This is an optimization exercise on Yosys and OpenROAD, whose aim is small area, not a production implementation.
Only simulation tests tie the RTL to the original design; equivalence was not proved.
No activity file was given, so power comes from the tool's default toggle rates.

<file path="flow/design.v">
package neuron_pkg;
    typedef logic [15:0] potential_t;
    typedef logic [15:0] count_t;
    typedef logic [7:0] reg_addr_t;
    typedef logic [31:0] reg_data_t;
    typedef enum logic [2:0] {
        FIELD_POTENTIAL = 3'd0,   
        FIELD_THRESHOLD = 3'd1,
        FIELD_LEAK      = 3'd2,
        FIELD_STIMULUS  = 3'd3,
        FIELD_COUNT     = 3'd4    
    } field_e;
    localparam reg_addr_t STATUS_ADDR = 8'h80;
    localparam potential_t THRESHOLD_RESET = 16'h0100;
endpackage
package access_pkg;
    typedef enum logic [1:0] {
        OP_NONE  = 2'd0,
        OP_READ  = 2'd1,
        OP_WRITE = 2'd2
    } access_op_e;
    typedef enum logic [1:0] {
        ST_IDLE   = 2'd0,
        ST_ACCESS = 2'd1,   
        ST_DONE   = 2'd2    
    } access_state_e;
    typedef struct packed {
        access_op_e op;
        logic [7:0]  addr;    
        logic [31:0] wdata;   
    } bank_req_t;
    localparam int BANK_REQ_W = 2 + 8 + 32;
endpackage
`timescale 1ns/1ps
module access_fsm (
    input  logic        cpu_clk,
    input  logic        rst_n,
    input  logic [7:0]  node_select,
    input  logic [7:0]  addr,
    input  logic        write_en,
    input  logic        read_en,
    input  logic [15:0] write_data,
    input  logic [15:0] rd_word,      
    output logic        acc,          
    output logic        done,         
    output logic        op_w,         
    output logic [1:0]  bank,
    output logic [1:0]  nrn,
    output logic [2:0]  code,
    output logic [15:0] dreg,
    output logic [31:0] read_data,
    output logic        ready,
    output logic        acc_next,     
    output logic [2:0]  code_in       
);
    logic idle;
    assign idle = ~acc & ~done;
    assign acc_next = idle & (write_en | read_en);
    always_ff @(posedge cpu_clk or negedge rst_n) begin
        if (!rst_n) begin
            acc  <= 1'b0;
            done <= 1'b0;
        end else begin
            acc  <= acc_next;
            done <= acc;
        end
    end
    always_comb begin
        if (node_select[7:2] != 6'd0)             code_in = 3'd7;
        else if (addr == 8'h80)                   code_in = 3'd5;
        else if (addr[7:5] != 3'd0 || addr[2:0] > 3'd4) code_in = 3'd7;
        else                                      code_in = addr[2:0];
    end
    always_ff @(posedge cpu_clk) begin
        if (!acc) begin
            op_w <= write_en;
            bank <= node_select[1:0];
            nrn  <= addr[4:3];
            code <= code_in;
        end
        dreg <= acc ? rd_word : write_data;
    end
    assign ready     = done;
    assign read_data = {16'd0, dreg & {16{done & ~op_w}}};
endmodule
`timescale 1ns/1ps
module tick_timer (
    input  logic cpu_clk,
    input  logic rst_n,
    output logic tick,
    output logic tick_d
);
    logic [3:0] cnt;
    always_ff @(posedge cpu_clk or negedge rst_n) begin
        if (!rst_n) begin
            cnt    <= '0;
            tick   <= 1'b0;
            tick_d <= 1'b0;
        end else begin
            cnt    <= cnt + 1'b1;
            tick   <= (cnt == 4'd15);
            tick_d <= tick;
        end
    end
endmodule
`timescale 1ns/1ps
module neuron_unit (
    input  logic        cpu_clk,
    input  logic        we_th,
    input  logic        we_l,
    input  logic        we_s,
    input  logic [15:0] th_d,
    input  logic [15:0] l_d,
    input  logic [15:0] s_d,
    input  logic        commit,       
    input  logic [15:0] p_new,
    input  logic [15:0] c_new,
    output logic [15:0] potential,
    output logic [15:0] threshold,
    output logic [15:0] leak,
    output logic [15:0] stimulus,
    output logic [15:0] spike_count
);
    always_ff @(posedge cpu_clk) begin
        if (commit) begin
            potential   <= p_new;
            spike_count <= c_new;
        end
        if (we_th) threshold <= th_d;
        if (we_l)  leak <= l_d;
        if (we_s)  stimulus <= s_d;
    end
endmodule
`timescale 1ns/1ps
module neuron_bank (
    input  logic        cpu_clk,
    input  logic        rst_n,
    input  logic        tick,
    input  logic        tick_d,
    input  logic        acc,
    input  logic        done,
    input  logic        op_w,
    input  logic        nxt_acc,      
    input  logic [2:0]  nxt_tgt,      
    input  logic        hit,          
    input  logic        bsel,         
    input  logic [1:0]  nrn,
    input  logic [2:0]  code,
    input  logic [15:0] wd,
    output logic [15:0] rd,
    output logic [1:0]  interrupt
);
    localparam int N = 8;
    logic [15:0] p [N];
    logic [15:0] th [N];
    logic [15:0] l [N];
    logic [15:0] s [N];
    logic [15:0] c [N];
    logic [N-1:0] pend;
    logic [N-1:0] fnext;
    logic [N-1:0] rst_f;
    logic [N-1:0] job;
    logic         upd_wr;    
    logic [3:0]  status [2];
    logic        tgt_acc, wr_nrn, tgt_done, eager, do_commit, pend_sel, rs_sel, job_sel, fwd;
    logic        wr_th, wr_l, wr_s;
    logic [15:0] th_d, l_d, s_d;
    logic [2:0]  tgt, rr_sel, sel_next;
    assign tgt      = {bsel, nrn};
    assign tgt_acc  = acc & hit & (code <= 3'd4);
    assign wr_nrn   = op_w & (code == 3'd1 || code == 3'd2 || code == 3'd3);
    assign tgt_done = done & hit & wr_nrn & upd_wr;
    assign eager    = tgt_acc & tick & wr_nrn;
    assign job = pend | rst_f;
    logic [N-1:0] soh, pend_nx, rst_f_nx, job_nx;
    logic         upd_nx;
    always_comb begin
        rr_sel = 3'd7;
        for (int i = N - 1; i >= 0; i--) begin
            if (job_nx[i]) rr_sel = 3'(i);
        end
    end
    assign job_nx   = pend_nx | rst_f_nx;
    assign upd_nx   = tgt_acc & wr_nrn & do_commit;
    assign sel_next = nxt_acc ? nxt_tgt : (upd_nx ? tgt : rr_sel);
    always_ff @(posedge cpu_clk or negedge rst_n) begin
        if (!rst_n) soh <= '0;
        else        soh <= N'(1) << sel_next;
    end
    assign pend_sel  = |(pend & soh);
    assign rs_sel    = |(rst_f & soh);
    assign job_sel   = pend_sel | rs_sel;
    assign do_commit = ~tgt_done & (job_sel | eager);
    assign fwd       = tgt_acc & wr_nrn & ~job_sel & ~tick;
    assign wr_th = acc & op_w & hit & (code == 3'd1);
    assign wr_l  = acc & op_w & hit & (code == 3'd2);
    assign wr_s  = acc & op_w & hit & (code == 3'd3);
    assign th_d  = wr_th ? wd : 16'h0100;
    assign l_d   = wr_l  ? wd : 16'd0;
    assign s_d   = wr_s  ? wd : 16'd0;
    logic [N-1:0] sohv;
    logic [15:0]  pm, lm, sm_in, thm, cm;
    logic         fwd_th, fwd_l, fwd_s;
    assign fwd_th = fwd & (code == 3'd1);
    assign fwd_l  = fwd & (code == 3'd2);
    assign fwd_s  = fwd & (code == 3'd3);
    for (genvar i = 0; i < N; i++) begin : g_soh
        assign sohv[i] = soh[i] & ~rst_f[i];    
    end
    always_comb begin
        pm    = '0;
        cm    = '0;
        lm    = wd & {16{fwd_l}};
        sm_in = wd & {16{fwd_s}};
        thm   = (wd & {16{fwd_th}}) | {7'd0, rs_sel, 8'd0};
        for (int i = 0; i < N; i++) begin
            pm    = pm    | (p[i]  & {16{sohv[i]}});
            cm    = cm    | (c[i]  & {16{sohv[i]}});
            lm    = lm    | (l[i]  & {16{sohv[i] & ~fwd_l}});
            sm_in = sm_in | (s[i]  & {16{sohv[i] & ~fwd_s}});
            thm   = thm   | (th[i] & {16{sohv[i] & ~fwd_th}});
        end
    end
    logic [16:0] diff, sum;
    logic [15:0] leaked, integ, p_new, c_new, c_inc;
    logic        fire, th0;
    assign diff   = {1'b0, pm} - {1'b0, lm};
    assign leaked = diff[16] ? 16'd0 : diff[15:0];     
    assign sum    = {1'b0, leaked} + {1'b0, sm_in};
    assign integ  = sum[16] ? 16'hFFFF : sum[15:0];   
    assign fire   = (integ >= thm);
    assign th0    = (thm == 16'd0);
    assign p_new  = fire ? 16'd0 : integ;
    assign c_inc  = cm + 16'd1;
    assign c_new  = fire ? c_inc : cm;
    for (genvar i = 0; i < N; i++) begin : g_neuron
        logic commit, me, sweep;
        assign commit = do_commit & soh[i];
        assign me     = (tgt == 3'(i));
        assign sweep  = commit & rst_f[i];
        assign rst_f_nx[i] = rst_f[i] & ~commit;
        assign pend_nx[i]  = tick ? ~(commit & ~pend[i]) : (pend[i] & ~commit);
        neuron_unit u_neuron (
            .cpu_clk     (cpu_clk),
            .we_th       ((wr_th & me) | sweep),
            .we_l        ((wr_l & me) | sweep),
            .we_s        ((wr_s & me) | commit),
            .th_d        (th_d),
            .l_d         (l_d),
            .s_d         (s_d),
            .commit      (commit),
            .p_new       (p_new),
            .c_new       (c_new),
            .potential   (p[i]),
            .threshold   (th[i]),
            .leak        (l[i]),
            .stimulus    (s[i]),
            .spike_count (c[i])
        );
        always_ff @(posedge cpu_clk or negedge rst_n) begin
            if (!rst_n) begin
                pend[i]  <= 1'b0;
                fnext[i] <= 1'b0;
                rst_f[i] <= 1'b1;
            end else begin
                rst_f[i] <= rst_f_nx[i];
                pend[i]  <= pend_nx[i];
                if (commit)                   fnext[i] <= fire & (eager | th0);
                else if (soh[i] & (tgt_done | fwd)) fnext[i] <= fire;
            end
        end
    end
    always_ff @(posedge cpu_clk) begin
        upd_wr <= upd_nx;
    end
    always_comb begin
        case (code)
            3'd0:    rd = pend_sel ? p_new : pm;    
            3'd1:    rd = thm;
            3'd2:    rd = lm;
            3'd3:    rd = pend_sel ? 16'd0 : sm_in;
            3'd4:    rd = pend_sel ? c_new : cm;
            3'd5:    rd = {12'd0, status[bsel]};
            default: rd = '0;
        endcase
    end
    for (genvar b = 0; b < 2; b++) begin : g_status
        logic [3:0] clr;
        assign clr = (acc && op_w && hit && bsel == 1'(b) && code == 3'd5) ? wd[3:0] : 4'd0;
        always_ff @(posedge cpu_clk or negedge rst_n) begin
            if (!rst_n) status[b] <= '0;
            else        status[b] <= (status[b] & ~clr) | (tick_d ? fnext[b*4 +: 4] : 4'd0);
        end
        assign interrupt[b] = |status[b];
    end
endmodule
`timescale 1ns/1ps
module spike_array_top (
    input  logic        cpu_clk,
    input  logic        rst_n,
    input  logic [7:0]  ext_node_select,
    input  logic [7:0]  ext_addr,
    input  logic        ext_write_en,
    input  logic        ext_read_en,
    input  logic [31:0] ext_write_data,
    output logic [31:0] ext_read_data,
    output logic        ext_ready,
    output logic [3:0]  node_interrupts
);
    logic        tick, tick_d;
    logic        acc, done, op_w, acc_next;
    logic [2:0]  code_in;
    logic [1:0]  bank, nrn;
    logic [2:0]  code;
    logic [15:0] dreg;
    logic [15:0] rd [2];
    access_fsm u_access (
        .cpu_clk     (cpu_clk),
        .rst_n       (rst_n),
        .node_select (ext_node_select),
        .addr        (ext_addr),
        .write_en    (ext_write_en),
        .read_en     (ext_read_en),
        .write_data  (ext_write_data[15:0]),
        .rd_word     (rd[bank[1]]),
        .acc         (acc),
        .done        (done),
        .op_w        (op_w),
        .bank        (bank),
        .nrn         (nrn),
        .code        (code),
        .dreg        (dreg),
        .read_data   (ext_read_data),
        .ready       (ext_ready),
        .acc_next    (acc_next),
        .code_in     (code_in)
    );
    tick_timer u_timer (
        .cpu_clk (cpu_clk),
        .rst_n   (rst_n),
        .tick    (tick),
        .tick_d  (tick_d)
    );
    for (genvar n = 0; n < 2; n++) begin : g_node
        neuron_bank u_bank (
            .cpu_clk   (cpu_clk),
            .rst_n     (rst_n),
            .tick      (tick),
            .tick_d    (tick_d),
            .acc       (acc),
            .done      (done),
            .op_w      (op_w),
            .nxt_acc   (acc_next && ext_node_select[1] == 1'(n) && code_in <= 3'd4),
            .nxt_tgt   ({ext_node_select[0], ext_addr[4:3]}),
            .hit       (bank[1] == 1'(n)),
            .bsel      (bank[0]),
            .nrn       (nrn),
            .code      (code),
            .wd        (dreg),
            .rd        (rd[n]),
            .interrupt (node_interrupts[2*n +: 2])
        );
    end
endmodule
</file>
<file path="flow/config.mk">
export PLATFORM = sky130hd
export DESIGN_NAME = spike_array_top
export DESIGN_NICKNAME = spike_array_top
export VERILOG_FILES = /design/flow/design.v
export SDC_FILE = /design/flow/constraint.sdc
export NUM_CORES = 4
export LEC_CHECK = 0
export CAP_MARGIN = 20
export CORE_MARGIN = 2
export CORE_UTILIZATION = 55
export CTS_CLUSTER_DIAMETER = 100
export CTS_CLUSTER_SIZE = 30
export SLEW_MARGIN = 20
</file>
<file path="flow/constraint.sdc">
create_clock -name core_clock -period 12.0 [get_ports {cpu_clk}]
set_input_delay 2.4000 -clock core_clock [delete_from_list [all_inputs] [get_ports {cpu_clk}]]
set_output_delay 2.4000 -clock core_clock [all_outputs]
set_load 0.01 [all_outputs]
</file>
<file path="flow/run.sh">
#!/bin/bash
# synth_recipe.tcl (not shown) runs the flow's synth.tcl, then flattens the netlist and writes it again
# the make line also repeats each setting of config.mk as NAME=value (left out here)
make -C /OpenROAD-flow-scripts/flow DESIGN_CONFIG=/design/flow/config.mk WORK_HOME=/design/flow/orfs CLKGATE_MAP_FILE= SYNTH_SCRIPT=/design/flow/synth_recipe.tcl finish
</file>
==> results of run 1 <==
==> cell type report <==
class / count / area, um^2
Clock buffer: 82 / 1509
Antenna cell: 10 / 25.02
Fill cell: 8523 / 43710
Clock inverter: 12 / 182.7
Inverter: 71 / 266.5
Sequential cell: 1394 / 41260
Multi-Input combinational cell: 2454 / 17420
Tap cell: 1414 / 1769
Timing Repair Buffer: 273 / 2253
==> through the flow <==
step | worst slack (ns) | std cells | power [W] | cell area [um^2]
floorplan | 3.029 | 4206 | 0.008295 | 59930
global placement | 1.408 | 5605 | 0.009619 | 62950
detailed placement | 1.367 | 5605 | 0.009670 | 62950
CTS | 1.289 | 5699 | 0.01200 | 64640
global route | 0.4653 | 5701 | 0.01245 | 64660
finish | 0.9458 | 5710 | 0.01206 | 64680
==> how the worst max path moves through the flow <==
stage | to | startpoint | depth (start not counted)
floorplan | u_access.dreg[12] | g_node[0].u_bank.soh[0] | 38
global placement | u_access.dreg[11] | g_node[1].u_bank.soh[2] | 39
detailed placement | u_access.dreg[11] | g_node[1].u_bank.soh[2] | 38
global route | flip-flop | g_node[0].u_bank.soh[1] | 35
CTS | u_access.dreg[11] | g_node[1].u_bank.soh[2] | 38
finish | u_access.dreg[5] | g_node[1].u_bank.soh[2] | 38
==> cells in the mapped netlist, types with 17 or more instances <==
cell / number
sky130_fd_sc_hd__nand2b_1: 18
sky130_fd_sc_hd__a2111oi_0: 34
sky130_fd_sc_hd__buf_2: 62
sky130_fd_sc_hd__inv_1: 70
sky130_fd_sc_hd__buf_4: 27
sky130_fd_sc_hd__nand3b_1: 17
sky130_fd_sc_hd__and2_1: 75
sky130_fd_sc_hd__xor2_1: 27
sky130_fd_sc_hd__and3b_1: 85
sky130_fd_sc_hd__a22oi_1: 426
sky130_fd_sc_hd__a31oi_1: 27
sky130_fd_sc_hd__and4_1: 19
sky130_fd_sc_hd__nor3_1: 49
sky130_fd_sc_hd__o21a_1: 17
sky130_fd_sc_hd__nor2b_1: 36
sky130_fd_sc_hd__a211oi_1: 36
sky130_fd_sc_hd__nand2_1: 191
sky130_fd_sc_hd__clkbuf_1: 158
sky130_fd_sc_hd__o21ai_0: 140
sky130_fd_sc_hd__edfxtp_1: 1288
sky130_fd_sc_hd__mux2_2: 32
sky130_fd_sc_hd__a21o_1: 23
sky130_fd_sc_hd__nor2_1: 206
sky130_fd_sc_hd__a221oi_1: 121
sky130_fd_sc_hd__a22o_1: 115
sky130_fd_sc_hd__nand4_1: 107
sky130_fd_sc_hd__a21oi_1: 97
sky130_fd_sc_hd__dfxtp_1: 18
sky130_fd_sc_hd__ha_1: 99
sky130_fd_sc_hd__buf_1: 34
sky130_fd_sc_hd__dfrtp_1: 72
sky130_fd_sc_hd__xnor2_1: 64
sky130_fd_sc_hd__and3_1: 89
sky130_fd_sc_hd__nand3_1: 50
==> power groups by stage <==
stage                     Clock (W)  Sequential (W)  Combinational, W
after global placement            0         0.00660           0.00302
after detailed placement          0         0.00662           0.00305
after CTS                   0.00243         0.00651           0.00306
after floorplan                   0         0.00653           0.00177
final                       0.00239         0.00652           0.00315
after global routing        0.00257         0.00657           0.00331
==> critical path: cells and delay by family (launching register included) <==
| kind | cells | cell delay, ns |
|---|---|---|
| compound gates | 17 | 5.12 |
| simple gates | 10 | 2.02 |
| buf+inv | 5 | 1.44 |
| fa+ha+maj | 4 | 1.20 |
| xor+xnor | 2 | 0.58 |
| flops | 1 | 0.50 |
==> flip-flops by register name, indices dropped and copies added, names as in the netlist <==
signal,count
g_node.u_bank.fnext,16
g_node.u_bank.g_neuron.u_neuron.leak,256
g_node.u_bank.g_neuron.u_neuron.potential,256
g_node.u_bank.g_neuron.u_neuron.spike_count,256
g_node.u_bank.g_neuron.u_neuron.stimulus,256
g_node.u_bank.g_neuron.u_neuron.threshold,256
g_node.u_bank.pend,16
g_node.u_bank.rst_f,16
g_node.u_bank.soh,16
g_node.u_bank.status,16
g_node.u_bank.upd_wr,2
u_access.acc,1
u_access.bank,2
u_access.code,3
u_access.done,1
u_access.dreg,16
u_access.nrn,2
u_access.op_w,1
u_timer.cnt,4
u_timer.tick,1
u_timer.tick_d,1
==> per-layer routing <==
metal	track usage	wire, um
met1	0.4790	78320
met2	0.5446	90230
met3	0.06581	17380
met4	0.1501	10120
met5	0	31
==> cell families (layout without fill, tap and decap cells) <==
family          count (synthesis)  count (layout)
mux                            46              46
xor+xnor                       91              91
compound gates               1164            1164
buf+inv                       358             438
fa+ha+maj                     112             112
flops                        1394            1394
other cells                     1              26
simple gates                 1025            1025
==> impl_results.html, run 1 <==
<table>
<tr><th>Metric</th><th>Value</th></tr>
<tr><th colspan="2">STA</th></tr>
<tr><td>Period utilization</td><td>0.9212</td></tr>
<tr><td>Largest clock skew in the final design</td><td>0.04578 ns</td></tr>
<tr><td>Unrepaired setup endpoints after global routing</td><td>no</td></tr>
<tr><td>Final-layout setup total negative slack</td><td>0 ns</td></tr>
<tr><td>Total count of hold-check failures in the final report</td><td>0</td></tr>
<tr><td>Setup violations, final</td><td>0</td></tr>
<tr><td>Worst hold margin</td><td>0.4633 ns</td></tr>
<tr><td>Worst-Margin Slew</td><td>1.272 ns</td></tr>
<tr><td>Worst slew margin</td><td>0.1455</td></tr>
<tr><td>Fin crit period</td><td>11.05 ns</td></tr>
<tr><td>Peak clock frequency supported by timing</td><td>90.46 MHz</td></tr>
<tr><td>Final-report max-slew violation count</td><td>0</td></tr>
<tr><th colspan="2">Placement</th></tr>
<tr><td>Quantity of I/O buffers inserted on ports</td><td>56</td></tr>
<tr><td>Global placer's final weighted congestion</td><td>1.026</td></tr>
<tr><td>Final HPWL from detailed placement</td><td>130600 um</td></tr>
<tr><th colspan="2">Pwr</th></tr>
<tr><td>Sw Ratio</td><td>0.3273</td></tr>
<tr><td>Clock share of power</td><td>0.199</td></tr>
<tr><td>Static leakage</td><td>20.73 nW</td></tr>
<tr><td>Part of the total power dissipated in combinational logic</td><td>0.261</td></tr>
<tr><td>Power per unit of standard cell area</td><td>186.4 mW/mm^2</td></tr>
<tr><td>Cell Int Power</td><td>0.008111 W</td></tr>
<tr><td>Largest voltage drop on the vdd net</td><td>0.0001535 V</td></tr>
<tr><td>Sequential power share</td><td>0.540</td></tr>
<tr><td>Switching power total</td><td>0.003946 W</td></tr>
<tr><th colspan="2">Critical path</th></tr>
<tr><td>Cell repeated most along the worst path</td><td>sky130_fd_sc_hd__buf_4</td></tr>
<tr><td>Launch point of the worst reg-to-reg path</td><td>g_node[1].u_bank.soh[2]</td></tr>
<tr><td>Worst-case reg-to-reg path depth</td><td>38</td></tr>
<tr><td>Classification of the worst setup path</td><td>reg -&gt; reg</td></tr>
<tr><td>Critical path data required time</td><td>12.58 ns</td></tr>
<tr><td>Signal arrival time at the worst endpoint</td><td>11.64 ns</td></tr>
<tr><td>Slowest-stage cell, CP</td><td>sky130_fd_sc_hd__a311oi_1</td></tr>
<tr><td>Delay of the slowest cell on the worst path</td><td>1.06 ns</td></tr>
<tr><td>R2R Setup Slk</td><td>0.95 ns</td></tr>
<tr><td>Reg-to-Reg End</td><td>u_access.dreg[5]</td></tr>
<tr><td>Maximum net fanout on the critical path</td><td>30</td></tr>
<tr><td>Startpoint class of the critical path</td><td>flip-flop</td></tr>
<tr><td>Element type at the critical path end</td><td>flip-flop</td></tr>
<tr><th colspan="2">Clock network</th></tr>
<tr><td>Source-to-sink clock delay at the later pin of the worst-skew pair</td><td>0.73 ns</td></tr>
<tr><td>TritonCTS clock tree</td><td>yes</td></tr>
<tr><td>Post-CTS Resized</td><td>0</td></tr>
<tr><td>Max H-tree Level</td><td>2</td></tr>
<tr><td>Buffer levels on the longest clock path</td><td>3</td></tr>
<tr><td>Number of hold buffers added after CTS</td><td>0</td></tr>
<tr><td>Clock buffers created by TritonCTS</td><td>55</td></tr>
<tr><td>Number of clock sinks</td><td>1394</td></tr>
<tr><td># Post-CTS Setup Buffers</td><td>0</td></tr>
<tr><td>Clock-pin transition on the worst setup and hold timing paths</td><td>0.12 ns</td></tr>
<tr><td>Clock root buffer</td><td>sky130_fd_sc_hd__clkbuf_16</td></tr>
<tr><th colspan="2">Logic synthesis</th></tr>
<tr><td>Async set-or-reset flop fraction in the synthesized netlist</td><td>0.06313</td></tr>
<tr><td>Cell taking the most area after synthesis</td><td>sky130_fd_sc_hd__edfxtp_1</td></tr>
<tr><td>Multiplexer fraction of the synthesized cell area</td><td>0.008359</td></tr>
<tr><td>Largest family of logic cells by synthesized area</td><td>compound AO/OA/AOI/OAI gates</td></tr>
<tr><td>Proportion of synthesized chip area in sequential cells</td><td>0.6891</td></tr>
<tr><td>Flip-flop and latch count after synthesis</td><td>1394</td></tr>
<tr><td>Post-synthesis instance total</td><td>4191</td></tr>
<tr><td>Post-synthesis share of cell area spent on and, or, nand and nor gates</td><td>0.09582</td></tr>
<tr><td>Number of unique standard cell types used by synthesis</td><td>95</td></tr>
<tr><td>Synthesized-area fraction occupied by adder cells</td><td>0.02353</td></tr>
<tr><td>Post-Syn Area per Cell</td><td>14.29 um^2</td></tr>
<tr><td>Post-synth EDFFs</td><td>1288</td></tr>
<tr><td>Largest cells by area after synthesis</td><td>sky130_fd_sc_hd__edfxtp_1 (65%), sky130_fd_sc_hd__a22oi_1 (5.3%), sky130_fd_sc_hd__dfrtp_1 (3.0%), sky130_fd_sc_hd__ha_1 (2.1%), sky130_fd_sc_hd__a221oi_1 (1.8%)</td></tr>
<tr><td>Fraction of the mapped netlist area in compound gates</td><td>0.1437</td></tr>
<tr><td>Mapped cell area</td><td>0.05987 mm^2</td></tr>
<tr><td>Predominant post-synthesis flop cell</td><td>sky130_fd_sc_hd__edfxtp_1</td></tr>
<tr><td>Fraction of synthesized cell area taken by the top area cell type</td><td>0.6460</td></tr>
<tr><td>Synth Area in XOR/XNOR</td><td>0.01331</td></tr>
<tr><td>Number of warnings printed during yosys synthesis</td><td>13</td></tr>
<tr><th colspan="2">Floorplan</th></tr>
<tr><td>Die Span Y</td><td>333.9 um</td></tr>
<tr><td>Die area</td><td>0.1115 mm^2</td></tr>
<tr><td>Total core area</td><td>0.1084 mm^2</td></tr>
<tr><td>Die X</td><td>333.9 um</td></tr>
<tr><td>Ports</td><td>89</td></tr>
<tr><td>Number of placement rows</td><td>121</td></tr>
<tr><td>Initial Util</td><td>0.5523</td></tr>
<tr><th colspan="2">Cells and area</th></tr>
<tr><td>Most frequent cells in the layout</td><td>sky130_fd_sc_hd__edfxtp_1 (1288), sky130_fd_sc_hd__a22oi_1 (426), sky130_fd_sc_hd__buf_4 (212)</td></tr>
<tr><td>Fraction of final layout cells with drive strength greater than 1</td><td>0.1034</td></tr>
<tr><td>Number of nets at the end of the flow</td><td>4404</td></tr>
<tr><td>Commonest non-fill, non-tap cell in the layout</td><td>sky130_fd_sc_hd__edfxtp_1</td></tr>
<tr><td>Final Util</td><td>0.5967</td></tr>
<tr><td>Synthesis-to-finish area growth</td><td>8.037%</td></tr>
<tr><th colspan="2">Detailed routing</th></tr>
<tr><td>Post-DRT Antenna Nets</td><td>0</td></tr>
<tr><td>Number of violations reported at the end of detailed-routing iteration 0</td><td>4757</td></tr>
<tr><td>Aggregate routed wire length</td><td>196100 um</td></tr>
<tr><td>Overall via count from detail_route</td><td>39300</td></tr>
<tr><td>Via density per instance</td><td>6.882</td></tr>
<tr><td>Residual DRC count</td><td>0</td></tr>
<tr><td>Wire per inst</td><td>34.34 um</td></tr>
<tr><td>Detailed-routing iteration count for the pre-antenna-repair pass</td><td>6</td></tr>
<tr><th colspan="2">Hold path</th></tr>
<tr><td>Hold/Removal Path Class</td><td>reg -&gt; reg</td></tr>
<tr><td>Start point of the worst hold path</td><td>u_timer.cnt[0]</td></tr>
<tr><td>Endpoint of the worst hold path</td><td>u_timer.cnt[0]</td></tr>
<tr><td>Number of cells on the worst hold path</td><td>1</td></tr>
<tr><th colspan="2">Global route</th></tr>
<tr><td>Via count of the first global-routing pass</td><td>36770</td></tr>
<tr><td>Leftover overflow at the end of global routing</td><td>0</td></tr>
<tr><td>Largest net degree at the start of global routing</td><td>65</td></tr>
<tr><td>First-pass GRT wire length</td><td>275800 um</td></tr>
<tr><td>Global-route usage over all layers</td><td>0.3477</td></tr>
<tr><td>Antenna violations before repair</td><td>20</td></tr>
<tr><th colspan="2">Job</th></tr>
<tr><td>Number of max-cap violations</td><td>0</td></tr>
<tr><th colspan="2">Status</th></tr>
<tr><td>Outcome</td><td>timing/DRC/antenna clean</td></tr>
</table>
==> inputs of run 2 (changes only) <==
--- a/flow/config.mk
+++ b/flow/config.mk
@@ -10,4 +10,5 @@
 export CORE_UTILIZATION = 55
 export CTS_CLUSTER_DIAMETER = 100
 export CTS_CLUSTER_SIZE = 30
+export GPL_TIMING_DRIVEN = 0
 export SLEW_MARGIN = 20
==> impl_results.html, run 2 <==
<table>
<tr><th>Metric</th><th>Value</th></tr>
<tr><th colspan="2">Job</th></tr>
<tr><td>Number of max-cap violations</td><td>0 (unchanged)</td></tr>
<tr><th colspan="2">Logic synthesis</th></tr>
<tr><td>Leading cell type by number of instances after synthesis</td><td>sky130_fd_sc_hd__edfxtp_1</td></tr>
<tr><td>Post-synthesis instance total</td><td>4191 (unchanged)</td></tr>
<tr><td>Number of unique standard cell types used by synthesis</td><td>95 (unchanged)</td></tr>
<tr><td>Post-Syn Area per Cell</td><td>14.29 um^2 (unchanged)</td></tr>
<tr><td>Number of warnings printed during yosys synthesis</td><td>13 (unchanged)</td></tr>
<tr><td>Mapped cell area</td><td>0.05987 mm^2 (unchanged)</td></tr>
<tr><td>Flip-flop and latch count after synthesis</td><td>1394 (unchanged)</td></tr>
<tr><td>Async set-or-reset flop fraction in the synthesized netlist</td><td>0.06313 (unchanged)</td></tr>
<tr><td>Fraction of synthesized cell area taken by the top area cell type</td><td>0.6460 (unchanged)</td></tr>
<tr><td>Largest cells by area after synthesis</td><td>sky130_fd_sc_hd__edfxtp_1 (65%), sky130_fd_sc_hd__a22oi_1 (5.3%), sky130_fd_sc_hd__dfrtp_1 (3.0%), sky130_fd_sc_hd__ha_1 (2.1%), sky130_fd_sc_hd__a221oi_1 (1.8%)</td></tr>
<tr><td>Proportion of synthesized chip area in sequential cells</td><td>0.6891 (unchanged)</td></tr>
<tr><td>Cell taking the most area after synthesis</td><td>sky130_fd_sc_hd__edfxtp_1</td></tr>
<tr><td>Top cells by count, synth</td><td>sky130_fd_sc_hd__edfxtp_1 (1288), sky130_fd_sc_hd__a22oi_1 (426), sky130_fd_sc_hd__nor2_1 (206)</td></tr>
<tr><td>Predominant post-synthesis flop cell</td><td>sky130_fd_sc_hd__edfxtp_1</td></tr>
<tr><td>Post-synth EDFFs</td><td>1288 (unchanged)</td></tr>
<tr><th colspan="2">Critical path</th></tr>
<tr><td>Delay of the slowest cell on the worst path</td><td>0.59 ns (-0.47 ns)</td></tr>
<tr><td>Startpoint class of the critical path</td><td>flip-flop</td></tr>
<tr><td>Slowest-stage cell, CP</td><td>sky130_fd_sc_hd__nor3_2</td></tr>
<tr><td>Crit. Startpoint</td><td>g_node[0].u_bank.soh[4]</td></tr>
<tr><td>Classification of the worst setup path</td><td>reg -&gt; reg</td></tr>
<tr><td>Launch point of the worst reg-to-reg path</td><td>g_node[0].u_bank.soh[4]</td></tr>
<tr><td>Element type at the critical path end</td><td>flip-flop</td></tr>
<tr><td>R2R Setup Slk</td><td>0.35 ns (-0.59 ns)</td></tr>
<tr><td>Maximum net fanout on the critical path</td><td>10 (-67%)</td></tr>
<tr><td>Critical path data required time</td><td>12.46 ns (-0.12 ns)</td></tr>
<tr><td>Cell repeated most along the worst path</td><td>sky130_fd_sc_hd__clkbuf_2</td></tr>
<tr><td>Worst-case reg-to-reg path depth</td><td>36 (-5.3%)</td></tr>
<tr><td>Signal arrival time at the worst endpoint</td><td>12.10 ns (+0.46 ns)</td></tr>
<tr><th colspan="2">STA</th></tr>
<tr><td>Final-layout setup total negative slack</td><td>0 ns (unchanged)</td></tr>
<tr><td>Worst-Margin Slew</td><td>1.186 ns (-0.08604 ns)</td></tr>
<tr><td>Unrepaired setup endpoints after global routing</td><td>no</td></tr>
<tr><td>Worst slew margin</td><td>0.2010 (+0.05553)</td></tr>
<tr><td>Peak clock frequency supported by timing</td><td>85.84 MHz (-5.1%)</td></tr>
<tr><td>Total count of hold-check failures in the final report</td><td>0 (unchanged)</td></tr>
<tr><td>Period utilization</td><td>0.9708 (+0.04957)</td></tr>
<tr><td>Setup violations, final</td><td>0 (unchanged)</td></tr>
<tr><td>Fin crit period</td><td>11.65 ns (+0.5949 ns)</td></tr>
<tr><td>Post-layout worst setup margin</td><td>0.3510 ns (-0.5949 ns)</td></tr>
<tr><td>Largest clock skew in the final design</td><td>0.04331 ns (-0.002470 ns)</td></tr>
<tr><td>Final-report max-slew violation count</td><td>0 (unchanged)</td></tr>
<tr><th colspan="2">Clock network</th></tr>
<tr><td>TritonCTS clock tree</td><td>yes</td></tr>
<tr><td>Buffer levels on the longest clock path</td><td>3 (unchanged)</td></tr>
<tr><td>Number of hold buffers added after CTS</td><td>0 (unchanged)</td></tr>
<tr><td>Source-to-sink clock delay at the later pin of the worst-skew pair</td><td>0.74 ns (about the same)</td></tr>
<tr><td>Clock root buffer</td><td>sky130_fd_sc_hd__clkbuf_16</td></tr>
<tr><td>Number of clock sinks</td><td>1394 (unchanged)</td></tr>
<tr><td>Clock buffers created by TritonCTS</td><td>55 (unchanged)</td></tr>
<tr><td>Clock-pin transition on the worst setup and hold timing paths</td><td>0.12 ns (about the same)</td></tr>
<tr><td>Max H-tree Level</td><td>2 (unchanged)</td></tr>
<tr><th colspan="2">Cells and area</th></tr>
<tr><td>Final Util</td><td>0.6097 (+0.01302)</td></tr>
<tr><td>Filler cell count in the final layout</td><td>8346 (-2.1%)</td></tr>
<tr><td>Area of the multi-input gates</td><td>0.01780 mm^2 (+2.2%)</td></tr>
<tr><td>Fraction of final layout cells with drive strength greater than 1</td><td>0.1163 (+0.01292)</td></tr>
<tr><td>Commonest non-fill, non-tap cell in the layout</td><td>sky130_fd_sc_hd__edfxtp_1</td></tr>
<tr><td>Register area</td><td>0.04126 mm^2 (about the same)</td></tr>
<tr><td>Number of nets at the end of the flow</td><td>4533 (+2.9%)</td></tr>
<tr><td>Most frequent cells in the layout</td><td>sky130_fd_sc_hd__edfxtp_1 (1288), sky130_fd_sc_hd__a22oi_1 (426), sky130_fd_sc_hd__nand2_1 (191)</td></tr>
<tr><td>Synthesis-to-finish area growth</td><td>10.39%</td></tr>
<tr><td>Final non-filler cell total</td><td>5830 (+2.1%)</td></tr>
<tr><th colspan="2">Placement</th></tr>
<tr><td>Setup WS pre-CTS</td><td>-2.287 ns (-3.655 ns)</td></tr>
<tr><td>Global placer's final weighted congestion</td><td>1.049 (+2.3%)</td></tr>
<tr><td>Cells after DPL</td><td>5737 (+2.4%)</td></tr>
<tr><td>Quantity of I/O buffers inserted on ports</td><td>56 (unchanged)</td></tr>
<tr><td>Final HPWL from detailed placement</td><td>157000 um (+20%)</td></tr>
<tr><th colspan="2">Global route</th></tr>
<tr><td>Antenna violations before repair</td><td>21 (+5.0%)</td></tr>
<tr><td>Leftover overflow at the end of global routing</td><td>0 (unchanged)</td></tr>
<tr><td>First-pass GRT wire length</td><td>307600 um (+12%)</td></tr>
<tr><td>Via count of the first global-routing pass</td><td>38490 (+4.7%)</td></tr>
<tr><td>Global-route usage over all layers</td><td>0.3980 (+0.05032)</td></tr>
<tr><td>Largest net degree at the start of global routing</td><td>63 (-3.1%)</td></tr>
<tr><th colspan="2">Detailed routing</th></tr>
<tr><td>Number of violations reported at the end of detailed-routing iteration 0</td><td>6435 (+35%)</td></tr>
<tr><td>Via density per instance</td><td>7.143 (+3.8%)</td></tr>
<tr><td>Post-DRT Antenna Nets</td><td>0 (unchanged)</td></tr>
<tr><td>Wire per inst</td><td>38.45 um (+12%)</td></tr>
<tr><td>WL met1</td><td>85440 um (+9.1%)</td></tr>
<tr><td>Overall via count from detail_route</td><td>41640 (+6.0%)</td></tr>
<tr><td>Highest routed layer</td><td>met5</td></tr>
<tr><td>WL met2</td><td>99090 um (+9.8%)</td></tr>
<tr><td>Routed length on met3</td><td>26240 um (+51%)</td></tr>
<tr><td>Detailed-routing iteration count for the pre-antenna-repair pass</td><td>8 (+2)</td></tr>
<tr><td>Aggregate routed wire length</td><td>224200 um (+14%)</td></tr>
<tr><td>Residual DRC count</td><td>0 (unchanged)</td></tr>
<tr><th colspan="2">Pwr</th></tr>
<tr><td>Largest voltage drop on the vdd net</td><td>0.0001241 V (-19%)</td></tr>
<tr><td>Post-layout power</td><td>0.01239 W (+2.8%)</td></tr>
<tr><td>Static leakage</td><td>21.23 nW (+2.4%)</td></tr>
<tr><td>Power per unit of standard cell area</td><td>187.5 mW/mm^2 (+0.60%)</td></tr>
<tr><th colspan="2">Floorplan</th></tr>
<tr><td>Die X</td><td>333.9 um (unchanged)</td></tr>
<tr><td>Die Span Y</td><td>333.9 um (unchanged)</td></tr>
<tr><td>Number of placement rows</td><td>121 (unchanged)</td></tr>
<tr><td>Die area</td><td>0.1115 mm^2 (unchanged)</td></tr>
<tr><td>Ports</td><td>89 (unchanged)</td></tr>
<tr><td>Initial Util</td><td>0.5523 (unchanged)</td></tr>
<tr><td>Total core area</td><td>0.1084 mm^2 (unchanged)</td></tr>
<tr><th colspan="2">Hold path</th></tr>
<tr><td>Hold/Removal Path Class</td><td>reg -&gt; reg</td></tr>
<tr><th colspan="2">Status</th></tr>
<tr><td>Outcome</td><td>timing/DRC/antenna clean</td></tr>
</table>
==> run 2: worst min path at each step <==
stage | startpoint | endpoint | cells after the start | slack, ns
2_1_floorplan | u_timer.tick | u_timer.tick_d | 0 | 0.37
3_3_place_gp | u_access.acc | u_access.done | 0 | 0.40
3_5_place_dp | u_access.acc | u_access.done | 0 | 0.42
4_1_cts | u_access.acc | u_access.done | 0 | 0.42
5_1_grt | u_access.acc | u_access.done | 0 | 0.45
6_report | u_access.acc | u_access.done | 0 | 0.43
==> run 2: area by class of cell <==
type | count | share of cell area
antenna | 13 | 0.0004922
buffer | 276 | 0.02139
clock buffer | 72 | 0.02179
clock inverter | 10 | 0.002158
inverter | 71 | 0.004524
multi-input combinational | 2454 | 0.2693
sequential | 1394 | 0.6243
tap | 1414 | 0.02677
timing repair buffer | 126 | 0.02925
==> run 2: kinds of logic (layout without fill, tap and decap cells) <==
group | Yosys count | in the layout | synth area share
AOI/OAI and AO/OA | 1164 | 1164 | 0.1437
xor gates and xnor gates | 91 | 91 | 0.01331
adders and majority gates | 112 | 112 | 0.02353
buffers and inverters | 358 | 555 | 0.02608
DFF | 1394 | 1394 | 0.6891
muxes | 46 | 46 | 0.008359
other | 1 | 29 | 0.00006263
and+or+nand+nor | 1025 | 1025 | 0.09582
==> run 2: layer usage <==
metal / up-vias / track usage
met5: - / 0
met4: 12 / 0.1997
met3: 572 / 0.07515
met2: 2890 / 0.5990
met1: 21080 / 0.5591
li1: 17080 / -
==> run 2: what timing repair did <==
action / 4_1_cts / 5_1_grt
pin swaps: 3 / 3
setup buffers: 6 / 3
gates resized for setup: 79 / 97
setup endpoints to repair: 544 / 463
==> run 2: per-stage QoR <==
step                      hold slack (ns)  instance area, um^2
after floorplan                    0.3721                59930
after global placement             0.4020                62260
after detailed placement           0.4161                64090
after CTS                          0.4240                65890
after global routing               0.4519                66070
final                              0.4285                66100
==> run 2: worst max-delay path: cells and delay by family, from the launching register on <==
family          cells  cell delay, ns
xor+xnor            1            0.50
buf+inv             6            2.15
compound gates     15            3.80
fa+ha+maj           4            1.65
simple gates       10            2.75
flops               1            0.49
==> run 2: power breakdown <==
part,internal (W),total (W),switching (W)
logic,0.000954,0.00350,0.00255
clock network,0.000872,0.00234,0.00147
registers,0.00629,0.00656,0.000264
==> inputs of run 3 (changes only) <==
==> flow/config.mk (replaced) <==
export PLATFORM = sky130hd
export DESIGN_NAME = spike_array_top
export DESIGN_NICKNAME = spike_array_top
export VERILOG_FILES = /design/flow/design.v
export SDC_FILE = /design/flow/constraint.sdc
export NUM_CORES = 4
export LEC_CHECK = 0
export CAP_MARGIN = 0
export CORE_MARGIN = 2
export CORE_UTILIZATION = 55
export CTS_CLUSTER_DIAMETER = 100
export CTS_CLUSTER_SIZE = 24
export SLEW_MARGIN = 0
==> impl_results.html, run 3 <==
<table>
<tr><th>Metric</th><th>Value</th></tr>
<tr><th colspan="2">Floorplan</th></tr>
<tr><td>Ports</td><td>89 (unchanged)</td></tr>
<tr><td>Die area</td><td>0.1115 mm^2 (unchanged)</td></tr>
<tr><td>Number of placement rows</td><td>121 (unchanged)</td></tr>
<tr><td>Die X</td><td>333.9 um (unchanged)</td></tr>
<tr><td>Die Span Y</td><td>333.9 um (unchanged)</td></tr>
<tr><td>Total core area</td><td>0.1084 mm^2 (unchanged)</td></tr>
<tr><td>Initial Util</td><td>0.5523 (unchanged)</td></tr>
<tr><th colspan="2">Placement</th></tr>
<tr><td>Final HPWL from detailed placement</td><td>130600 um (-17%)</td></tr>
<tr><td>Global placer's final weighted congestion</td><td>1.026 (-2.2%)</td></tr>
<tr><td>Quantity of I/O buffers inserted on ports</td><td>56 (unchanged)</td></tr>
<tr><td>Cells after DPL</td><td>5605 (-2.3%)</td></tr>
<tr><th colspan="2">Critical path</th></tr>
<tr><td>Cell repeated most along the worst path</td><td>sky130_fd_sc_hd__buf_4</td></tr>
<tr><td>Slowest-stage cell, CP</td><td>sky130_fd_sc_hd__a311oi_1</td></tr>
<tr><td>Classification of the worst setup path</td><td>reg -&gt; reg</td></tr>
<tr><td>Signal arrival time at the worst endpoint</td><td>11.59 ns (-0.51 ns)</td></tr>
<tr><td>Critical path data required time</td><td>12.54 ns (+0.08 ns)</td></tr>
<tr><td>Maximum net fanout on the critical path</td><td>30 (+20)</td></tr>
<tr><td>Startpoint class of the critical path</td><td>flip-flop</td></tr>
<tr><td>Element type at the critical path end</td><td>flip-flop</td></tr>
<tr><td>Delay of the slowest cell on the worst path</td><td>1.05 ns (+0.46 ns)</td></tr>
<tr><td>R2R Setup Slk</td><td>0.96 ns (+0.61 ns)</td></tr>
<tr><td>Crit path max-delay family</td><td>compound AO/OA/AOI/OAI gates</td></tr>
<tr><td>Critical path buffers and inverters</td><td>5 (-1)</td></tr>
<tr><th colspan="2">Clock network</th></tr>
<tr><td>Number of clock sinks</td><td>1394 (unchanged)</td></tr>
<tr><td>Number of hold buffers added after CTS</td><td>0 (unchanged)</td></tr>
<tr><td>Clock buffers created by TritonCTS</td><td>69 (+25%)</td></tr>
<tr><td>Clock root buffer</td><td>sky130_fd_sc_hd__clkbuf_16</td></tr>
<tr><td>Source-to-sink clock delay at the later pin of the worst-skew pair</td><td>0.70 ns (-0.04 ns)</td></tr>
<tr><td>Buffer levels on the longest clock path</td><td>3 (unchanged)</td></tr>
<tr><td>Clock-pin transition on the worst setup and hold timing paths</td><td>0.11 ns (about the same)</td></tr>
<tr><td>TritonCTS clock tree</td><td>yes</td></tr>
<tr><td>Post-CTS Resized</td><td>0 (-100%)</td></tr>
<tr><td># Post-CTS Setup Buffers</td><td>0 (-6)</td></tr>
<tr><td>Max H-tree Level</td><td>3 (+1)</td></tr>
<tr><th colspan="2">Global route</th></tr>
<tr><td>Via count of the first global-routing pass</td><td>37020 (-3.8%)</td></tr>
<tr><td>Largest net degree at the start of global routing</td><td>65 (+3.2%)</td></tr>
<tr><td>Global-route usage over all layers</td><td>0.3488 (-0.04915)</td></tr>
<tr><td>Leftover overflow at the end of global routing</td><td>0 (unchanged)</td></tr>
<tr><td>First-pass GRT wire length</td><td>276800 um (-10%)</td></tr>
<tr><td>Antenna violations before repair</td><td>19 (-9.5%)</td></tr>
<tr><th colspan="2">Logic synthesis</th></tr>
<tr><td>Post-synthesis share of cell area spent on and, or, nand and nor gates</td><td>0.09582 (unchanged)</td></tr>
<tr><td>Number of unique standard cell types used by synthesis</td><td>95 (unchanged)</td></tr>
<tr><td>Fraction of synthesized cell area taken by the top area cell type</td><td>0.6460 (unchanged)</td></tr>
<tr><td>Synth Area in XOR/XNOR</td><td>0.01331 (unchanged)</td></tr>
<tr><td>Post-Syn Area per Cell</td><td>14.29 um^2 (unchanged)</td></tr>
<tr><td>Post-synthesis instance total</td><td>4191 (unchanged)</td></tr>
<tr><td>Multiplexer fraction of the synthesized cell area</td><td>0.008359 (unchanged)</td></tr>
<tr><td>Number of warnings printed during yosys synthesis</td><td>13 (unchanged)</td></tr>
<tr><td>Proportion of synthesized chip area in sequential cells</td><td>0.6891 (unchanged)</td></tr>
<tr><td>Async set-or-reset flop fraction in the synthesized netlist</td><td>0.06313 (unchanged)</td></tr>
<tr><td>Cell taking the most area after synthesis</td><td>sky130_fd_sc_hd__edfxtp_1</td></tr>
<tr><td>Top cells by count, synth</td><td>sky130_fd_sc_hd__edfxtp_1 (1288), sky130_fd_sc_hd__a22oi_1 (426), sky130_fd_sc_hd__nor2_1 (206)</td></tr>
<tr><td>Synthesized-area fraction occupied by adder cells</td><td>0.02353 (unchanged)</td></tr>
<tr><td>Predominant post-synthesis flop cell</td><td>sky130_fd_sc_hd__edfxtp_1</td></tr>
<tr><td>Largest cells by area after synthesis</td><td>sky130_fd_sc_hd__edfxtp_1 (65%), sky130_fd_sc_hd__a22oi_1 (5.3%), sky130_fd_sc_hd__dfrtp_1 (3.0%), sky130_fd_sc_hd__ha_1 (2.1%), sky130_fd_sc_hd__a221oi_1 (1.8%)</td></tr>
<tr><td>Fraction of the mapped netlist area in compound gates</td><td>0.1437 (unchanged)</td></tr>
<tr><td>Post-synth EDFFs</td><td>1288 (unchanged)</td></tr>
<tr><td>Mapped cell area</td><td>0.05987 mm^2 (unchanged)</td></tr>
<tr><td>Leading cell type by number of instances after synthesis</td><td>sky130_fd_sc_hd__edfxtp_1</td></tr>
<tr><td>Largest family of logic cells by synthesized area</td><td>compound AO/OA/AOI/OAI gates</td></tr>
<tr><td>Flip-flop and latch count after synthesis</td><td>1394 (unchanged)</td></tr>
<tr><th colspan="2">STA</th></tr>
<tr><td>Unrepaired setup endpoints after global routing</td><td>no</td></tr>
<tr><td>Worst hold margin</td><td>0.4610 ns (+0.03244 ns)</td></tr>
<tr><td>Total count of hold-check failures in the final report</td><td>0 (unchanged)</td></tr>
<tr><td>Period utilization</td><td>0.9203 (-0.05049)</td></tr>
<tr><td>Largest clock skew in the final design</td><td>0.03684 ns (-0.006463 ns)</td></tr>
<tr><td>Worst-Margin Slew</td><td>1.306 ns (+0.1202 ns)</td></tr>
<tr><td>Fin crit period</td><td>11.04 ns (-0.6059 ns)</td></tr>
<tr><td>Final-report max-slew violation count</td><td>0 (unchanged)</td></tr>
<tr><td>Worst slew margin</td><td>0.1225 (-0.07849)</td></tr>
<tr><td>Final-layout setup total negative slack</td><td>0 ns (unchanged)</td></tr>
<tr><td>Setup violations, final</td><td>0 (unchanged)</td></tr>
<tr><td>Peak clock frequency supported by timing</td><td>90.55 MHz (+5.5%)</td></tr>
<tr><th colspan="2">Detailed routing</th></tr>
<tr><td>Residual DRC count</td><td>0 (unchanged)</td></tr>
<tr><td>Wire per inst</td><td>34.26 um (-11%)</td></tr>
<tr><td>Detailed-routing iteration count for the pre-antenna-repair pass</td><td>8 (unchanged)</td></tr>
<tr><td>Number of violations reported at the end of detailed-routing iteration 0</td><td>4671 (-27%)</td></tr>
<tr><td>Aggregate routed wire length</td><td>196000 um (-13%)</td></tr>
<tr><td>Overall via count from detail_route</td><td>39630 (-4.8%)</td></tr>
<tr><td>Post-DRT Antenna Nets</td><td>0 (unchanged)</td></tr>
<tr><td>Via density per instance</td><td>6.927 (-3.0%)</td></tr>
<tr><th colspan="2">Pwr</th></tr>
<tr><td>Power per unit of standard cell area</td><td>189.2 mW/mm^2 (+0.89%)</td></tr>
<tr><td>Post-layout power</td><td>0.01229 W (-0.84%)</td></tr>
<tr><td>Largest voltage drop on the vdd net</td><td>0.0001414 V (+14%)</td></tr>
<tr><td>Static leakage</td><td>20.89 nW (-1.6%)</td></tr>
<tr><th colspan="2">Hold path</th></tr>
<tr><td>Hold/Removal Path Class</td><td>reg -&gt; reg</td></tr>
<tr><th colspan="2">Cells and area</th></tr>
<tr><td>Final non-filler cell total</td><td>5721 (-1.9%)</td></tr>
<tr><td>Synthesis-to-finish area growth</td><td>8.510%</td></tr>
<tr><td>Most frequent cells in the layout</td><td>sky130_fd_sc_hd__edfxtp_1 (1288), sky130_fd_sc_hd__a22oi_1 (426), sky130_fd_sc_hd__buf_4 (212)</td></tr>
<tr><td>Number of nets at the end of the flow</td><td>4417 (-2.6%)</td></tr>
<tr><td>Fraction of final layout cells with drive strength greater than 1</td><td>0.1055 (-0.01078)</td></tr>
<tr><td>Commonest non-fill, non-tap cell in the layout</td><td>sky130_fd_sc_hd__edfxtp_1</td></tr>
<tr><th colspan="2">Job</th></tr>
<tr><td>Number of max-cap violations</td><td>0 (unchanged)</td></tr>
<tr><th colspan="2">Status</th></tr>
<tr><td>Outcome</td><td>timing/DRC/antenna clean</td></tr>
</table>
-- run 3: power breakdown --
part	switching (W)	internal (W)	total, W
registers	0.000221	0.00630	0.00652
clock network	0.00150	0.00112	0.00263
logic	0.00225	0.000893	0.00315
total	0.00398	0.00831	0.0123
-- run 3: worst paths after layout --
kind	from	endpoint	cells past startpoint
min reg2reg	u_timer.cnt[0]	u_timer.cnt[0]	1
min	u_timer.cnt[0]	u_timer.cnt[0]	1
max	g_node[1].u_bank.soh[2]	u_access.dreg[5]	38
min in group asynchronous	rst_n	u_timer.cnt[3]	1
max in group asynchronous	rst_n	g_node[1].u_bank.status[0][2]	2
max reg2reg	g_node[1].u_bank.soh[2]	u_access.dreg[5]	38
-- run 3: stage by stage --
stage | area (um^2) | utilization | setup slack, ns
after global placement | 62950 | 0.5807 | 1.408
final | 64970 | 0.5993 | 0.9568
after floorplan | 59930 | - | 3.029
after CTS | 64960 | 0.5992 | 1.299
after detailed placement | 62950 | 0.5807 | 1.367
after global routing | 64960 | 0.5993 | 0.4792
-- run 3: cells by family (layout without fill, tap and decap cells) --
logic type / Yosys count / count (layout)
AO/OA/AOI/OAI: 1164 / 1164
XOR/XNOR: 91 / 91
adder cells (fa/ha/maj): 112 / 112
buffers and inverters: 358 / 455
flip-flops: 1394 / 1394
multiplexers: 46 / 46
other: 1 / 20
AND/OR/NAND/NOR: 1025 / 1025
-- run 3: layout make-up --
type	instances	area [um^2]
fillers	8506	43430
flip-flops and latches	1394	41260
multi-input cells	2454	17410
repair buffers	272	2242
clock buffers	102	1903
well taps	1414	1769
inverters	71	266.5
clock inverters	10	107.6
diodes	4	10.01
-- run 3: routing by layer --
metal,track usage,share of wire,vias up
met2,0.5471,0.46,2116
met3,0.06425,0.093,458
met1,0.4796,0.39,20160
met4,0.1543,0.051,8
met5,0,0.00027,-
li1,-,-,16890
==> inputs of run 4 (changes only) <==
==> flow/config.mk (replaced) <==
export PLATFORM = sky130hd
export DESIGN_NAME = spike_array_top
export DESIGN_NICKNAME = spike_array_top
export VERILOG_FILES = /design/flow/design.v
export SDC_FILE = /design/flow/constraint.sdc
export NUM_CORES = 4
export LEC_CHECK = 0
export CAP_MARGIN = 20
export CORE_MARGIN = 2
export CORE_UTILIZATION = 40
export SLEW_MARGIN = 20
==> impl_results.html, run 4 <==
<table>
<tr><th>Metric</th><th>Value</th></tr>
<tr><th colspan="2">Detailed routing</th></tr>
<tr><td>Aggregate routed wire length</td><td>198500 um (+1.3%)</td></tr>
<tr><td>Wire per inst</td><td>31.08 um (-9.3%)</td></tr>
<tr><td>Residual DRC count</td><td>0 (unchanged)</td></tr>
<tr><td>Detailed-routing iteration count for the pre-antenna-repair pass</td><td>6 (-2)</td></tr>
<tr><td>Via density per instance</td><td>6.268 (-9.5%)</td></tr>
<tr><td>Number of violations reported at the end of detailed-routing iteration 0</td><td>4634 (-0.79%)</td></tr>
<tr><td>Overall via count from detail_route</td><td>40030 (+1.0%)</td></tr>
<tr><td>Post-DRT Antenna Nets</td><td>0 (unchanged)</td></tr>
<tr><th colspan="2">Critical path</th></tr>
<tr><td>Delay of the slowest cell on the worst path</td><td>0.91 ns (-0.14 ns)</td></tr>
<tr><td>Number of logic stages on the critical path including buffering</td><td>37 (-2.6%)</td></tr>
<tr><td>Maximum net fanout on the critical path</td><td>28 (-6.7%)</td></tr>
<tr><td>Crit path max-delay family</td><td>compound AO/OA/AOI/OAI gates</td></tr>
<tr><td>Classification of the worst setup path</td><td>reg -&gt; reg</td></tr>
<tr><td>R2R Setup Slk</td><td>0.79 ns (-0.17 ns)</td></tr>
<tr><td>Startpoint class of the critical path</td><td>flip-flop</td></tr>
<tr><td>Worst-case reg-to-reg path depth</td><td>37 (-2.6%)</td></tr>
<tr><td>Reg-to-Reg End</td><td>u_access.dreg[5]</td></tr>
<tr><td>Critical path data required time</td><td>12.69 ns (+0.15 ns)</td></tr>
<tr><td>Launch point of the worst reg-to-reg path</td><td>g_node[0].u_bank.soh[4]</td></tr>
<tr><td>Critical path buffers and inverters</td><td>3 (-2)</td></tr>
<tr><td>Slowest-stage cell, CP</td><td>sky130_fd_sc_hd__dfrtp_1</td></tr>
<tr><td>Signal arrival time at the worst endpoint</td><td>11.90 ns (+0.31 ns)</td></tr>
<tr><td>Element type at the critical path end</td><td>flip-flop</td></tr>
<tr><th colspan="2">Logic synthesis</th></tr>
<tr><td>Post-Syn Area per Cell</td><td>14.29 um^2 (unchanged)</td></tr>
<tr><td>Number of unique standard cell types used by synthesis</td><td>95 (unchanged)</td></tr>
<tr><td>Cell taking the most area after synthesis</td><td>sky130_fd_sc_hd__edfxtp_1</td></tr>
<tr><td>Flip-flop and latch count after synthesis</td><td>1394 (unchanged)</td></tr>
<tr><td>Predominant post-synthesis flop cell</td><td>sky130_fd_sc_hd__edfxtp_1</td></tr>
<tr><td>Top cells by count, synth</td><td>sky130_fd_sc_hd__edfxtp_1 (1288), sky130_fd_sc_hd__a22oi_1 (426), sky130_fd_sc_hd__nor2_1 (206)</td></tr>
<tr><td>Post-synthesis instance total</td><td>4191 (unchanged)</td></tr>
<tr><td>Post-synth EDFFs</td><td>1288 (unchanged)</td></tr>
<tr><td>Number of warnings printed during yosys synthesis</td><td>13 (unchanged)</td></tr>
<tr><td>Largest cells by area after synthesis</td><td>sky130_fd_sc_hd__edfxtp_1 (65%), sky130_fd_sc_hd__a22oi_1 (5.3%), sky130_fd_sc_hd__dfrtp_1 (3.0%), sky130_fd_sc_hd__ha_1 (2.1%), sky130_fd_sc_hd__a221oi_1 (1.8%)</td></tr>
<tr><td>Mapped cell area</td><td>0.05987 mm^2 (unchanged)</td></tr>
<tr><td>Fraction of synthesized cell area taken by the top area cell type</td><td>0.6460 (unchanged)</td></tr>
<tr><td>Async set-or-reset flop fraction in the synthesized netlist</td><td>0.06313 (unchanged)</td></tr>
<tr><td>Proportion of synthesized chip area in sequential cells</td><td>0.6891 (unchanged)</td></tr>
<tr><td>Leading cell type by number of instances after synthesis</td><td>sky130_fd_sc_hd__edfxtp_1</td></tr>
<tr><th colspan="2">STA</th></tr>
<tr><td>Post-layout worst setup margin</td><td>0.7897 ns (-0.1671 ns)</td></tr>
<tr><td>Largest clock skew in the final design</td><td>0.05418 ns (+0.01734 ns)</td></tr>
<tr><td>Period utilization</td><td>0.9342 (+0.01392)</td></tr>
<tr><td>Worst-Margin Slew</td><td>1.252 ns (-0.05435 ns)</td></tr>
<tr><td>Final-report max-slew violation count</td><td>0 (unchanged)</td></tr>
<tr><td>Setup violations, final</td><td>0 (unchanged)</td></tr>
<tr><td>Unrepaired setup endpoints after global routing</td><td>no</td></tr>
<tr><td>Fin crit period</td><td>11.21 ns (+0.1671 ns)</td></tr>
<tr><td>Peak clock frequency supported by timing</td><td>89.20 MHz (-1.5%)</td></tr>
<tr><td>Final-layout setup total negative slack</td><td>0 ns (unchanged)</td></tr>
<tr><td>Worst slew margin</td><td>0.1590 (+0.03651)</td></tr>
<tr><td>Total count of hold-check failures in the final report</td><td>0 (unchanged)</td></tr>
<tr><th colspan="2">Hold path</th></tr>
<tr><td>Start point of the worst hold path</td><td>u_timer.cnt[0]</td></tr>
<tr><td>Hold/Removal Path Class</td><td>reg -&gt; reg</td></tr>
<tr><td>Endpoint of the worst hold path</td><td>u_timer.cnt[0]</td></tr>
<tr><td>Number of cells on the worst hold path</td><td>1 (unchanged)</td></tr>
<tr><th colspan="2">Placement</th></tr>
<tr><td>Global placer's final weighted congestion</td><td>0.9953 (-3.0%)</td></tr>
<tr><td>Cells after DPL</td><td>6110 (+9.0%)</td></tr>
<tr><td>Quantity of I/O buffers inserted on ports</td><td>56 (unchanged)</td></tr>
<tr><td>Final HPWL from detailed placement</td><td>130300 um (-0.24%)</td></tr>
<tr><td>Setup WS pre-CTS</td><td>1.124 ns (-0.2429 ns)</td></tr>
<tr><th colspan="2">Clock network</th></tr>
<tr><td>Clock-pin transition on the worst setup and hold timing paths</td><td>0.06 ns (-0.05 ns)</td></tr>
<tr><td>Clock root buffer</td><td>sky130_fd_sc_hd__clkbuf_16</td></tr>
<tr><td>Buffer levels on the longest clock path</td><td>3 (unchanged)</td></tr>
<tr><td>Number of clock sinks</td><td>1394 (unchanged)</td></tr>
<tr><td>Max H-tree Level</td><td>4 (+1)</td></tr>
<tr><td>TritonCTS clock tree</td><td>yes</td></tr>
<tr><td># Post-CTS Setup Buffers</td><td>0 (unchanged)</td></tr>
<tr><td>Clock buffers created by TritonCTS</td><td>142 (+110%)</td></tr>
<tr><td>Post-CTS Resized</td><td>0 (unchanged)</td></tr>
<tr><td>Number of hold buffers added after CTS</td><td>0 (unchanged)</td></tr>
<tr><td>Source-to-sink clock delay at the later pin of the worst-skew pair</td><td>0.82 ns (+0.12 ns)</td></tr>
<tr><th colspan="2">Global route</th></tr>
<tr><td>Largest net degree at the start of global routing</td><td>57 (-12%)</td></tr>
<tr><td>Via count of the first global-routing pass</td><td>37800 (+2.1%)</td></tr>
<tr><td>Antenna violations before repair</td><td>10 (-9)</td></tr>
<tr><td>Leftover overflow at the end of global routing</td><td>0 (unchanged)</td></tr>
<tr><td>Global-route usage over all layers</td><td>0.2569 (-0.09196)</td></tr>
<tr><td>First-pass GRT wire length</td><td>281500 um (+1.7%)</td></tr>
<tr><th colspan="2">Floorplan</th></tr>
<tr><td>Die Span Y</td><td>390.9 um (+17%)</td></tr>
<tr><td>Ports</td><td>89 (unchanged)</td></tr>
<tr><td>Total core area</td><td>0.1482 mm^2 (+37%)</td></tr>
<tr><td>Die area</td><td>0.1528 mm^2 (+37%)</td></tr>
<tr><td>Initial Util</td><td>0.4040 (-0.1483)</td></tr>
<tr><td>Die X</td><td>390.9 um (+17%)</td></tr>
<tr><td>Number of placement rows</td><td>141 (+17%)</td></tr>
<tr><th colspan="2">Cells and area</th></tr>
<tr><td>Final non-filler cell total</td><td>6386 (+12%)</td></tr>
<tr><td>Number of nets at the end of the flow</td><td>4480 (+1.4%)</td></tr>
<tr><td>Register area</td><td>0.04126 mm^2 (unchanged)</td></tr>
<tr><td>Commonest non-fill, non-tap cell in the layout</td><td>sky130_fd_sc_hd__edfxtp_1</td></tr>
<tr><td>Fraction of final layout cells with drive strength greater than 1</td><td>0.1261 (+0.02056)</td></tr>
<tr><td>Most frequent cells in the layout</td><td>sky130_fd_sc_hd__edfxtp_1 (1288), sky130_fd_sc_hd__a22oi_1 (426), sky130_fd_sc_hd__nor2_1 (205)</td></tr>
<tr><td>Synthesis-to-finish area growth</td><td>14.01%</td></tr>
<tr><td>Area of the multi-input gates</td><td>0.01748 mm^2 (+0.42%)</td></tr>
<tr><td>Filler cell count in the final layout</td><td>13000 (+53%)</td></tr>
<tr><th colspan="2">Pwr</th></tr>
<tr><td>Static leakage</td><td>22.12 nW (+5.9%)</td></tr>
<tr><td>Largest voltage drop on the vdd net</td><td>0.0001334 V (-5.7%)</td></tr>
<tr><td>Power per unit of standard cell area</td><td>205.5 mW/mm^2 (+8.7%)</td></tr>
<tr><th colspan="2">Job</th></tr>
<tr><td>Number of max-cap violations</td><td>0 (unchanged)</td></tr>
<tr><th colspan="2">Status</th></tr>
<tr><td>Outcome</td><td>timing/DRC/antenna clean</td></tr>
</table>
==> run 4: changes by cell type in the layout (fill, tap and decap cells not counted), moves of 8 or more <==
cell and delta:
sky130_fd_sc_hd__o21ai_2 -8, sky130_fd_sc_hd__o21ai_4 +9, sky130_fd_sc_hd__clkinv_1 +29, sky130_fd_sc_hd__buf_4 -18, sky130_fd_sc_hd__clkbuf_16 +71, sky130_fd_sc_hd__bufinv_16 +8
sky130_fd_sc_hd__clkinv_2 +24, sky130_fd_sc_hd__diode_2 +10
==> run 4: cells by family (layout without fill, tap and decap cells) <==
group,Yosys count,count (layout),share of synthesized area
other,1,30,0.00006263
multiplexers,46,46,0.008359
AND/OR/NAND/NOR,1025,1025,0.09582
XOR/XNOR,91,91,0.01331
buffers and inverters,358,594,0.02608
adder cells (fa/ha/maj),112,112,0.02353
flip-flops,1394,1394,0.6891
AO/OA/AOI/OAI,1164,1164,0.1437
==> run 4: how the worst max path moves through the flow <==
stage	end	startpoint	slack, ns
floorplan	u_access.dreg[12]	g_node[0].u_bank.soh[0]	3.03
global placement	u_access.dreg[5]	g_node[0].u_bank.soh[4]	1.18
detailed placement	u_access.dreg[5]	g_node[0].u_bank.soh[4]	1.12
CTS	u_access.dreg[5]	g_node[0].u_bank.soh[4]	1.05
finish	u_access.dreg[5]	g_node[0].u_bank.soh[4]	0.79
global route	u_access.dreg[5]	u_access.acc	0.12
==> run 4: area by class of cell <==
| cell class | instances | share of cell area |
|---|---|---|
| repair buffers | 262 | 0.03277 |
| clock buffers | 179 | 0.05424 |
| flip-flops and latches | 1394 | 0.6044 |
| inverters | 71 | 0.003904 |
| well taps | 1930 | 0.03538 |
| clock inverters | 82 | 0.01263 |
| multi-input cells | 2454 | 0.2561 |
| diodes | 14 | 0.0005132 |
==> run 4: power by group <==
| part | internal [W] | switching [W] | leakage [nW] |
|---|---|---|---|
| combinational | 0.000899 | 0.00224 | 8.00 |
| sequential | 0.00631 | 0.000227 | 11.9 |
| clock | 0.00241 | 0.00195 | 2.22 |
==> run 4: per-stage QoR <==
step,hold slack [ns],power [W],area [um^2],util
after floorplan,0.3721,0.008295,59930,-
after global placement,0.4454,0.009611,63550,0.4289
after detailed placement,0.4533,0.009668,63630,0.4294
after CTS,0.4611,0.01399,68200,0.4602
after global routing,0.4723,0.01450,68230,0.4604
final,0.4616,0.01403,68260,0.4606
==> run 4: routing by layer <==
layer,vias up,track usage,part of all wire
li1,17090,-,-
met1,20520,0.3547,0.41
met2,2034,0.3915,0.45
met3,388,0.05805,0.095
met4,8,0.1061,0.043
met5,-,0.001914,0.00095

[re-timing with driven ports]
The flow's constraints put no driver on any port. The routed layouts listed below were extracted and timed again, unchanged, in two steps. Step 1 assumes that a clkbuf_16 drives the clock port and a buf_2 every other input. Step 2 adds t to the input delays and takes it off the output delays; t is the mean of the earliest and latest rising clock arrival at the registers after step 1. Input paths then give back, and output paths get back, about the clock's delay inside the block. a / b / c = ideal ports / drivers / drivers and shift; a / b = the first two.
run | t, ns | slack for setup (ns) | worst setup path at the end
run 1 | 0.789 | 0.946 / 0.946 / 0.946 | register to register
run 2 | 0.799 | 0.351 / 0.351 / 0.351 | register to register
run 3 | 0.756 | 0.957 / 0.957 / 0.957 | register to register
run 4 | 0.865 | 0.790 / 0.790 / 0.790 | register to register
After both steps setup and hold are still met in every run listed.
